Context: an optimization exercise on an open-source flow, tuned for small area, a short achievable clock period and few clock cycles per item. The choices shown serve that exercise and are no tape-out recipe. In this exercise RTL edits were held to simulation tests only and were not proved equivalent to the original. Power is estimated from default activity; no workload was simulated.

main:
==> flow/design.v <==
package apb_crc_mc_pkg;
  localparam logic [4:0] OFF_CTRL   = 5'h00;
  localparam logic [4:0] OFF_POLY   = 5'h04;
  localparam logic [4:0] OFF_INIT   = 5'h08;
  localparam logic [4:0] OFF_XOROUT = 5'h0C;
  localparam logic [4:0] OFF_DATA   = 5'h10;
  localparam logic [4:0] OFF_RESULT = 5'h14;
  localparam logic [4:0] OFF_STATUS = 5'h18;
  function automatic logic [31:0] rev32(input logic [31:0] val);
    logic [31:0] r;
    for (int i = 0; i < 32; i++) begin
      r[i] = val[31-i];
    end
    rev32 = r;
  endfunction
  function automatic logic [15:0] pmul16(input logic [15:0] x, input logic [15:0] y);
    logic [15:0] r;
    r = 16'd0;
    for (int i = 0; i < 16; i++) begin
      for (int j = 0; j < 16 - i; j++) begin
        r[i+j] = r[i+j] ^ (x[i] & y[j]);
      end
    end
    pmul16 = r;
  endfunction
  function automatic logic [15:0] qinv(input logic [31:0] poly);
    logic [15:0] a1, a2, a4, a8;
    a1 = 16'd0; a2 = 16'd0; a4 = 16'd0; a8 = 16'd0;
    a1[0] = 1'b1; a2[0] = 1'b1; a4[0] = 1'b1; a8[0] = 1'b1;
    for (int k = 1; k < 16; k++) begin
      a1[k] = poly[32-k];
      if (2*k < 16) a2[2*k] = poly[32-k];
      if (4*k < 16) a4[4*k] = poly[32-k];
      if (8*k < 16) a8[8*k] = poly[32-k];
    end
    qinv = pmul16(pmul16(a1, a2), pmul16(a4, a8));
  endfunction
  function automatic logic [15:0] lanes(input logic [7:0] b0, input logic [7:0] b1,
                                        input logic refin);
    logic [15:0] d;
    for (int t = 0; t < 8; t++) begin
      d[15-t] = refin ? b0[t] : b0[7-t];
      d[7-t]  = refin ? b1[t] : b1[7-t];
    end
    lanes = d;
  endfunction
  function automatic logic [31:0] crc_fold(input logic [31:0] crc, input logic [31:0] poly,
                                           input logic [15:0] q, input logic [15:0] d,
                                           input logic two);
    logic [15:0] e, f;
    logic [31:0] prod;
    logic [31:0] r;
    for (int t = 0; t < 8; t++) begin
      e[t]   = (d[15-t] ^ crc[31-t]) & two;
      e[t+8] = d[7-t] ^ (two ? crc[23-t] : crc[31-t]);
    end
    for (int t = 0; t < 16; t++) begin
      f[t] = e[t];
      for (int j = 0; j < t; j++) begin
        f[t] = f[t] ^ (q[t-j] & e[j]);
      end
    end
    for (int m = 0; m < 32; m++) begin
      prod[m] = 1'b0;
      for (int j = 0; j < 16; j++) begin
        if (m - 15 + j >= 0 && m - 15 + j < 32) prod[m] = prod[m] ^ (f[j] & poly[m-15+j]);
      end
    end
    for (int m = 0; m < 32; m++) begin
      if (two) r[m] = ((m >= 16) ? crc[(m+16)%32] : 1'b0) ^ prod[m];
      else     r[m] = ((m >= 8) ? crc[(m+24)%32] : 1'b0) ^ prod[m];
    end
    crc_fold = r;
  endfunction
endpackage
module apb_crc_mc #(
  parameter int DATA_WIDTH = 32,
  parameter int ADDR_WIDTH = 32,
  parameter int NUM_CH     = 4,
  parameter int CRC_WIDTH  = 32,
  parameter int FIFO_DEPTH = 4
) (
  input  logic                  clk,
  input  logic                  rstn,
  input  logic [ADDR_WIDTH-1:0] s_paddr,
  input  logic [DATA_WIDTH-1:0] s_pwdata,
  output logic [DATA_WIDTH-1:0] s_prdata,
  output logic                  s_pslverr,
  input  logic                  s_pwrite,
  input  logic                  s_psel,
  input  logic                  s_penable,
  output logic                  s_pready,
  input  logic [3:0]            s_pstrb
);
  logic [31:0] poly_r   [0:3];
  logic [31:0] init_r   [0:3];
  logic [31:0] xorout_r [0:3];
  logic [31:0] crc_r    [0:3];
  logic        refin_r  [0:3];
  logic        refout_r [0:3];
  logic        setup_s, ch_ok_s, err_s, is_res_s;
  logic [1:0]  ch_s;
  logic [4:0]  off_s;
  logic [31:0] rd_s, res_s;
  assign setup_s  = s_psel & ~s_penable;
  assign ch_s     = s_paddr[6:5];
  assign off_s    = s_paddr[4:0];
  assign ch_ok_s  = ~s_paddr[7];
  assign is_res_s = (off_s == apb_crc_mc_pkg::OFF_RESULT);
  always_comb begin
    case (off_s)
      apb_crc_mc_pkg::OFF_CTRL, apb_crc_mc_pkg::OFF_POLY, apb_crc_mc_pkg::OFF_INIT,
      apb_crc_mc_pkg::OFF_XOROUT, apb_crc_mc_pkg::OFF_DATA:
        err_s = ~ch_ok_s;
      apb_crc_mc_pkg::OFF_RESULT, apb_crc_mc_pkg::OFF_STATUS:
        err_s = ~ch_ok_s | s_pwrite;
      default:
        err_s = 1'b1;
    endcase
  end
  assign res_s = (refout_r[ch_s] ? apb_crc_mc_pkg::rev32(crc_r[ch_s]) : crc_r[ch_s]) ^ xorout_r[ch_s];
  always_comb begin
    rd_s = 32'd0;
    if (!err_s) begin
      case (off_s)
        apb_crc_mc_pkg::OFF_CTRL:   rd_s = {29'd0, refout_r[ch_s], refin_r[ch_s], 1'b0};
        apb_crc_mc_pkg::OFF_POLY:   rd_s = poly_r[ch_s];
        apb_crc_mc_pkg::OFF_INIT:   rd_s = init_r[ch_s];
        apb_crc_mc_pkg::OFF_XOROUT: rd_s = xorout_r[ch_s];
        apb_crc_mc_pkg::OFF_RESULT: rd_s = res_s;
        default:                    rd_s = 32'd0;
      endcase
    end
  end
  logic [31:0] a_data;
  logic [3:0]  a_strb;
  logic [1:0]  a_ch;
  logic        a_ctrl, a_poly, a_init, a_xor, a_dat;
  always_ff @(posedge clk) begin
    a_data <= s_pwdata;
    a_strb <= s_pstrb;
    a_ch   <= ch_s;
    a_ctrl <= s_pwrite & ~err_s & (off_s == apb_crc_mc_pkg::OFF_CTRL);
    a_poly <= s_pwrite & ~err_s & (off_s == apb_crc_mc_pkg::OFF_POLY);
    a_init <= s_pwrite & ~err_s & (off_s == apb_crc_mc_pkg::OFF_INIT);
    a_xor  <= s_pwrite & ~err_s & (off_s == apb_crc_mc_pkg::OFF_XOROUT);
    a_dat  <= s_pwrite & ~err_s & (off_s == apb_crc_mc_pkg::OFF_DATA);
  end
  logic        acc_r, eng_go_r, eng_two_r, rdy_r, err_r;
  logic [15:0] eng_d_r, eng_q_r;
  logic [31:0] rdata_r;
  logic        wr_dat_s;
  logic [1:0]  ln_s;
  logic [15:0] ln_d_s;
  assign wr_dat_s = s_pwrite & ~err_s & (off_s == apb_crc_mc_pkg::OFF_DATA);
  assign ln_s     = acc_r ? s_pstrb[3:2] : s_pstrb[1:0];
  assign ln_d_s   = acc_r ? s_pwdata[31:16] : s_pwdata[15:0];
  always_ff @(posedge clk or negedge rstn) begin
    if (!rstn) begin
      acc_r    <= 1'b0;
      eng_go_r <= 1'b0;
      rdy_r    <= 1'b0;
    end else begin
      acc_r    <= setup_s;
      eng_go_r <= (setup_s | (acc_r & a_dat)) & wr_dat_s & (|ln_s);
      rdy_r    <= ~(setup_s & ~s_pwrite & is_res_s & eng_go_r & (ch_s == a_ch));
    end
  end
  always_ff @(posedge clk) begin
    rdata_r   <= rd_s;
    err_r     <= err_s;
    eng_two_r <= &ln_s;
    eng_q_r   <= apb_crc_mc_pkg::qinv(poly_r[ch_s]);
    eng_d_r   <= apb_crc_mc_pkg::lanes(ln_d_s[7:0], ln_s[1] ? ln_d_s[15:8] : ln_d_s[7:0],
                                       refin_r[ch_s]);
  end
  assign s_prdata  = rdata_r;
  assign s_pslverr = err_r;
  assign s_pready  = rdy_r;
  logic [31:0] eng_crc;
  assign eng_crc = apb_crc_mc_pkg::crc_fold(crc_r[a_ch], poly_r[a_ch], eng_q_r, eng_d_r,
                                            eng_two_r);
  always_ff @(posedge clk) begin
    for (int c = 0; c < 4; c++) begin
      if (!rstn) begin
        poly_r[c]   <= 32'd0;
        init_r[c]   <= 32'd0;
        xorout_r[c] <= 32'd0;
        crc_r[c]    <= 32'd0;
        refin_r[c]  <= 1'b0;
        refout_r[c] <= 1'b0;
      end else begin
        if (acc_r && a_ch == c) begin
          if (a_poly) poly_r[c] <= a_data;
          if (a_init) init_r[c]   <= a_data;
          if (a_xor)  xorout_r[c] <= a_data;
          if (a_ctrl) begin
            refin_r[c]  <= a_data[1];
            refout_r[c] <= a_data[2];
          end
        end
        if (acc_r && a_ctrl && a_data[0] && a_ch == c) begin
          crc_r[c] <= init_r[c];
        end else if (eng_go_r && a_ch == c) begin
          crc_r[c] <= eng_crc;
        end
      end
    end
  end
endmodule
export LEC_CHECK = 0
export CAP_MARGIN = 20
export CORE_MARGIN = 2
export CORE_UTILIZATION = 40
export SLEW_MARGIN = 20
create_clock -name core_clock -period 6.0 [get_ports {clk}]
run.sh (not shown) runs the stock make flow with config.mk's settings and CLKGATE_MAP_FILE= SYNTH_SCRIPT=/design/flow/synth_recipe.tcl, a recipe that flattens the netlist after the stock synthesis.
Testbench counts of main, summed over its fixed seeds: cycles 3,849, bytes 4,655.
The following lists how the feature branch was set up differently from main:
--- a/flow/design.v
+++ b/flow/design.v
@@ -47,29 +47,29 @@
   function automatic logic [31:0] crc_fold(input logic [31:0] crc, input logic [31:0] poly,
                                            input logic [15:0] q, input logic [15:0] d,
                                            input logic two);
     logic [15:0] e, f;
-    logic [31:0] prod;
+    logic [39:0] prod;
     logic [31:0] r;
-    for (int t = 0; t < 8; t++) begin
-      e[t]   = (d[15-t] ^ crc[31-t]) & two;
-      e[t+8] = d[7-t] ^ (two ? crc[23-t] : crc[31-t]);
+    for (int t = 0; t < 16; t++) begin
+      e[t] = d[15-t] ^ crc[31-t];
     end
     for (int t = 0; t < 16; t++) begin
       f[t] = e[t];
       for (int j = 0; j < t; j++) begin
         f[t] = f[t] ^ (q[t-j] & e[j]);
       end
-    end
-    for (int m = 0; m < 32; m++) begin
+      if (t >= 8) f[t] = f[t] & two;
+    end
+    for (int m = 0; m < 40; m++) begin
       prod[m] = 1'b0;
       for (int j = 0; j < 16; j++) begin
         if (m - 15 + j >= 0 && m - 15 + j < 32) prod[m] = prod[m] ^ (f[j] & poly[m-15+j]);
       end
     end
     for (int m = 0; m < 32; m++) begin
       if (two) r[m] = ((m >= 16) ? crc[(m+16)%32] : 1'b0) ^ prod[m];
-      else     r[m] = ((m >= 8) ? crc[(m+24)%32] : 1'b0) ^ prod[m];
+      else     r[m] = ((m >= 8) ? crc[(m+24)%32] : 1'b0) ^ prod[m+8];
     end
     crc_fold = r;
   endfunction
 endpackage
@@ -92,8 +92,9 @@
   output logic                  s_pready,
   input  logic [3:0]            s_pstrb
 );
   logic [31:0] poly_r   [0:3];
+  logic [15:0] q_r      [0:3];   
   logic [31:0] init_r   [0:3];
   logic [31:0] xorout_r [0:3];
   logic [31:0] crc_r    [0:3];
   logic        refin_r  [0:3];
@@ -146,9 +147,9 @@
     a_xor  <= s_pwrite & ~err_s & (off_s == apb_crc_mc_pkg::OFF_XOROUT);
     a_dat  <= s_pwrite & ~err_s & (off_s == apb_crc_mc_pkg::OFF_DATA);
   end
   logic        acc_r, eng_go_r, eng_two_r, rdy_r, err_r;
-  logic [15:0] eng_d_r, eng_q_r;
+  logic [15:0] eng_d_r;
   logic [31:0] rdata_r;
   logic        wr_dat_s;
   logic [1:0]  ln_s;
   logic [15:0] ln_d_s;
@@ -169,30 +170,33 @@
   always_ff @(posedge clk) begin
     rdata_r   <= rd_s;
     err_r     <= err_s;
     eng_two_r <= &ln_s;
-    eng_q_r   <= apb_crc_mc_pkg::qinv(poly_r[ch_s]);
-    eng_d_r   <= apb_crc_mc_pkg::lanes(ln_d_s[7:0], ln_s[1] ? ln_d_s[15:8] : ln_d_s[7:0],
+    eng_d_r   <= apb_crc_mc_pkg::lanes(ln_s[0] ? ln_d_s[7:0] : ln_d_s[15:8], ln_d_s[15:8],
                                        refin_r[ch_s]);
   end
   assign s_prdata  = rdata_r;
   assign s_pslverr = err_r;
   assign s_pready  = rdy_r;
   logic [31:0] eng_crc;
-  assign eng_crc = apb_crc_mc_pkg::crc_fold(crc_r[a_ch], poly_r[a_ch], eng_q_r, eng_d_r,
+  assign eng_crc = apb_crc_mc_pkg::crc_fold(crc_r[a_ch], poly_r[a_ch], q_r[a_ch], eng_d_r,
                                             eng_two_r);
   always_ff @(posedge clk) begin
     for (int c = 0; c < 4; c++) begin
       if (!rstn) begin
         poly_r[c]   <= 32'd0;
+        q_r[c]      <= 16'd0;
         init_r[c]   <= 32'd0;
         xorout_r[c] <= 32'd0;
         crc_r[c]    <= 32'd0;
         refin_r[c]  <= 1'b0;
         refout_r[c] <= 1'b0;
       end else begin
         if (acc_r && a_ch == c) begin
-          if (a_poly) poly_r[c] <= a_data;
+          if (a_poly) begin
+            poly_r[c] <= a_data;
+            q_r[c]    <= apb_crc_mc_pkg::qinv(a_data);
+          end
           if (a_init) init_r[c]   <= a_data;
           if (a_xor)  xorout_r[c] <= a_data;
           if (a_ctrl) begin
             refin_r[c]  <= a_data[1];
[summary]
- The flow did not stop early for the feature branch: all stages ran, and the layout cleared the timing, design-rule and antenna checks.
- Summary — depth of the worst register-to-register path, the feature branch relative to main: higher, by 1.
- The feature branch reports a higher met3 wirelength from detailed routing than main does.
- Part of the power in the clock network of main is on par with the feature branch.
- Slowest cell on the critical path = dfxtp_4: the feature branch; slowest cell on the critical path = xnor2_1: main
- The feature branch ended up with a higher XOR/XNOR share of the synthesized area than main did.
- Of the feature branch and main, main shows the lower share of the clock period used by the worst path after layout, with the feature branch above it.
Testbench counts of the feature branch, summed over its fixed seeds: cycles 3,849, bytes 4,655.

static timing again, ports no longer ideal:
Ports are ideal in the flow. The routed layouts listed here were re-timed in OpenROAD. Step 1, drivers: a clkbuf_16 drives clk and a buf_2 each remaining input, both assumed. Step 2 times the ports against the registers' clock, not the clock port: input delays grow and output delays shrink by t, the midpoint of the rising clock arrivals with the driver on. a / b / c = ideal ports / drivers / drivers and shift; a / b = the first two.
run	t (ns)	setup WS [ns]	worst hold slack (ns)	worst register clock-pin slew, ns	worst slew at a driven data input, ns
main	0.679	0.633 / 0.633 / 0.633	0.463 / 0.463 / 0.463	0.06 / 0.06	0.05
the feature branch	0.698	0.208 / 0.208 / 0.208	0.452 / 0.452 / 0.452	0.07 / 0.07	0.07
After both steps every run listed still meets setup and hold.
